This is an optimization exercise on Yosys and OpenROAD, whose aim is small area, a short achievable clock period and few clock cycles per item, not a production implementation.
Only simulation tests tie the RTL to the original design; equivalence was not proved.
Power figures rest on the tool's default switching activity, not on a simulated workload.

Design byte_coded_alu_cpu_step, start of the top module:
module byte_coded_alu_cpu_step (
  input  logic        clk,
  input  logic        rst_n,
  input  logic        in_valid,
  output logic        in_ready,
  input  logic [32:0] in_data,
  output logic        out_valid,
  input  logic        out_ready,
  output logic [44:0] out_data
);
Settings: LEC_CHECK=0, CAP_MARGIN=20, CORE_MARGIN=2, CORE_UTILIZATION=50, PLACE_DENSITY=0.65, SETUP_SLACK_MARGIN=3.0, SLEW_MARGIN=20; clock period 7.0 ns.
run.sh (not shown) runs the stock make flow with config.mk's settings and CLKGATE_MAP_FILE= SYNTH_SCRIPT=/design/flow/synth_recipe.tcl, a recipe that flattens the netlist after the stock synthesis.
Testbench counts at the start, summed over its fixed seeds: cycles 47,875, items 24,000.
Edit:
--- a/flow/design.v
+++ b/flow/design.v
@@ -105,17 +105,16 @@
   typedef enum logic [2:0] {U_IDLE, U_MUL, U_ALIGN, U_DIV, U_FIX} ustate_t;
   ustate_t     us;
   logic [31:0] P;
   logic        qm1_unused;
   logic [2:0]  bd0, bd1;       
   logic        m_last;
   logic [4:0]  cnt;
   logic        u_sx, u_sy, u_isdiv;
-  logic        u_y1;           
   logic [5:0]  lz_d_r, lz_v_r;
   function automatic logic [33:0] ks_add(input logic [33:0] a, input logic [33:0] b,
                                          input logic cin);
     logic [33:0] p, g, gp, pp, ng, np;
     p  = a ^ b;
     g  = a & b;
     gp = g;
     gp[0] = g[0] | (p[0] & cin);
@@ -258,18 +257,18 @@
         c_pc = (q_sbn && alu[31]) ? q_c : pc_next_seq;
       end
     end else if (!sk_v) begin
       c_pc = pc_long;
       case (us)
         U_MUL: if (m_last) begin
           unit_done = 1'b1; c_wv = usum[31:0];
         end
-        U_ALIGN: if (sh_neg || u_y1) begin
-          unit_done = 1'b1; c_wv = (u_isdiv == u_y1) ? (P ^ {32{u_sx}}) : 32'd0;
+        U_ALIGN: if (sh_neg) begin
+          unit_done = 1'b1; c_wv = u_isdiv ? 32'd0 : (P ^ {32{u_sx}});
         end
         U_DIV: if (cnt == 5'd0 && !dneg) begin
           unit_done = 1'b1; c_wv = dval;
         end
         U_FIX: begin
           unit_done = 1'b1; c_wv = usum[31:0];
         end
         default: ;
@@ -387,17 +386,17 @@
       case (us)
         U_MUL: if (!m_last) begin
           M   <= {1'b0, M[27:0], 4'd0};
           Q   <= {{4{Q[31]}}, Q[31:4]};
           bd0 <= booth_dec(Q[5:3]);
           bd1 <= booth_dec(Q[7:5]);
           m_last <= uniform29({{4{Q[31]}}, Q[31:7]});
         end
-        U_ALIGN: if (!sh_neg && !u_y1) begin
+        U_ALIGN: if (!sh_neg) begin
           M   <= M << sh;
         end
         U_DIV: if (!(cnt == 5'd0 && !dneg)) begin
           Q   <= q_next;
           M   <= {M[32], M[32:1]};
           if (cnt == 5'd0) M <= {1'b0, dval};
         end
         default: ;
@@ -408,24 +407,23 @@
     if (c_en && !sk_v && ov_r && !out_ready) begin
       P <= c_we ? c_wv : 32'd0;           
     end else if (start_mul) begin
       P <= 32'd0;
     end else if (start_div) begin
       u_sx    <= xo[31];
       u_sy    <= yo[31];
       u_isdiv <= q_isdiv;
-      u_y1    <= (yo == 32'd1);
       P       <= xo ^ {32{xo[31]}};
       lz_d_r  <= clz32(xo ^ {32{xo[31]}});
       lz_v_r  <= clz32(yo ^ {32{yo[31]}});
     end else begin
       case (us)
         U_MUL: if (!m_last) P <= usum[31:0];
-        U_ALIGN: if (!sh_neg && !u_y1) begin
+        U_ALIGN: if (!sh_neg) begin
           if (u_sx) P <= usum[31:0];
           cnt <= sh;
         end
         U_DIV: if (!(cnt == 5'd0 && !dneg)) begin
           P   <= r_next;
           cnt <= cnt - 5'd1;
         end
         default: ;
Outcome:
- setup slack improved by 0.11 ns
- total power shrinks by a few percent
- first-iteration DRC count came out lower by about a fifth
- clock skew fell by 0.019 ns
- maximum frequency climbs by a few percent
- via count goes down by a little under a tenth
- final area went down by a few percent
- register-to-register slack improves by 0.11 ns
Testbench counts after the change, summed over its fixed seeds: cycles 51,230, items 24,000.

---

Setup of the reference run:
byte_coded_alu_cpu_step, a different RTL version from the one above (not shown whole).
Size: about 4000 cells after synthesis, roughly 84 I/O pins, ~0.038 mm^2 of cells after synthesis.
export LEC_CHECK = 0
export CAP_MARGIN = 20
export CORE_MARGIN = 2
export CORE_UTILIZATION = 30
export PLACE_DENSITY = 0.5
export SETUP_SLACK_MARGIN = 2.0
export SLEW_MARGIN = 20
create_clock -name core_clock -period 7.0 [get_ports {clk}]
Testbench counts of the reference run, summed over its fixed seeds: cycles 48,437, items 24,000.
The inputs of the trial run differ from those of the reference run as listed below.
-- flow/design.v --
<<< the reference run, line 103
  logic        sk_v;
  logic [1:0]  sk_st;
  typedef enum logic [2:0] {U_IDLE, U_MUL, U_DIV, U_FIX} ustate_t;
  ustate_t     us;
  logic [31:0] P;
>>> the trial run, line 103
  logic        sk_v;
  logic [1:0]  sk_st;
  typedef enum logic [2:0] {U_IDLE, U_MUL, U_DIV, U_FIX, U_ZQ} ustate_t;
  ustate_t     us;
  logic [31:0] P;
<<< the reference run, line 250
      end else if (q_div) begin
        if (y_zero) c_st = 2'd2;
        else if (sh_neg) begin             
          c_we = 1'b1;
          c_wv = q_isdiv ? 32'd0 : xo;
          c_pc = pc_long;
        end else begin c_en = 1'b0; start_div = 1'b1; end
      end else if (q_cmp) begin
        c_eq = (xo == yo);
>>> the trial run, line 250
      end else if (q_div) begin
        if (y_zero) c_st = 2'd2;
        else begin c_en = 1'b0; start_div = 1'b1; end
      end else if (q_cmp) begin
        c_eq = (xo == yo);
<<< the reference run, line 275
          unit_done = 1'b1; c_wv = usum[31:0];
        end
        default: ;
      endcase
>>> the trial run, line 271
          unit_done = 1'b1; c_wv = usum[31:0];
        end
        U_ZQ: begin                        
          unit_done = 1'b1; c_wv = u_isdiv ? 32'd0 : (P ^ {32{u_sx}});
        end
        default: ;
      endcase
<<< the reference run, line 284
    us_nxt = us;
    case (us)
      U_IDLE:  if (start_mul) us_nxt = U_MUL; else if (start_div) us_nxt = U_DIV;
      U_MUL:   if (unit_done) us_nxt = U_IDLE;
      U_DIV:   if (unit_done) us_nxt = U_IDLE; else if (cnt == 5'd0 && dneg) us_nxt = U_FIX;
      U_FIX:   if (unit_done) us_nxt = U_IDLE;
      default: us_nxt = U_IDLE;
    endcase
>>> the trial run, line 283
    us_nxt = us;
    case (us)
      U_IDLE:  if (start_mul) us_nxt = U_MUL; else if (start_div) us_nxt = sh_neg ? U_ZQ : U_DIV;
      U_MUL:   if (unit_done) us_nxt = U_IDLE;
      U_DIV:   if (unit_done) us_nxt = U_IDLE; else if (cnt == 5'd0 && dneg) us_nxt = U_FIX;
      U_FIX:   if (unit_done) us_nxt = U_IDLE;
      U_ZQ:    if (unit_done) us_nxt = U_IDLE;
      default: us_nxt = U_IDLE;
    endcase
==> run summary <==
There was hardly any difference in final-layout fill cell count between the reference run and the trial run.
The trial run against the reference run: global-route wire length before repair saw a decrease, fraction of the mapped netlist area in simple logic gates saw a decrease, clock group total power saw a decrease.
Number of iterations in the first detailed-routing pass in the trial run is 2 higher than in the reference run
The lower count of different cell masters after synthesis of the reference run and the trial run is in the reference run.
Number of sequential cells: the trial run vs the reference run, no meaningful difference
On antenna diode instance count: between the reference run and the trial run, it ends up lower for the trial run.
The trial run against the reference run: setup slack of the worst register-to-register path increased by 0.14 ns relative to the old numbers; buffering overhead decreased by 1.7 points relative to the old numbers.
The share of the synthesized area in compound gates (AO/OA/AOI/OAI) of the trial run is lower than that of the reference run.
Lower clock buffer and inverter area fraction after layout among the reference run and the trial run: the trial run
Looking at via count across the reference run and the trial run, the one that comes out lower is the trial run.
Testbench counts of the trial run, summed over its fixed seeds: cycles 49,470, items 24,000.

==> port drivers added, routing unchanged <==
No port has a modelled driver above. Below, the same layouts with a new extraction and two added sets of constraints. Step 1 assumes that a clkbuf_16 drives the clock port and a buf_2 every other input. Step 2 times the ports against the registers' clock, not the clock port: input delays grow and output delays shrink by t, the midpoint of the rising clock arrivals with the driver on. a / b / c = ideal / step 1 / step 2; a / b = the first two.
run	shift t [ns]	setup WS [ns]	slew at the worst register clock pin (ns)	worst data-port slew with drivers (ns)
the first run of note 1	0.720	1.811 / 1.811 / 1.811	0.07 / 0.07	0.06
the second run of note 1	0.691	1.922 / 1.922 / 1.752	0.08 / 0.08	0.03
the reference run	0.763	0.499 / 0.419 / 0.951	0.08 / 0.08	0.09
the trial run	0.724	1.088 / 1.088 / 1.088	0.08 / 0.08	0.05
After both steps every run listed still meets setup and hold. For the second run of note 1, which loses most, drivers alone change the setup slack by 0.000 ns; drivers and shift together by -0.170 ns.
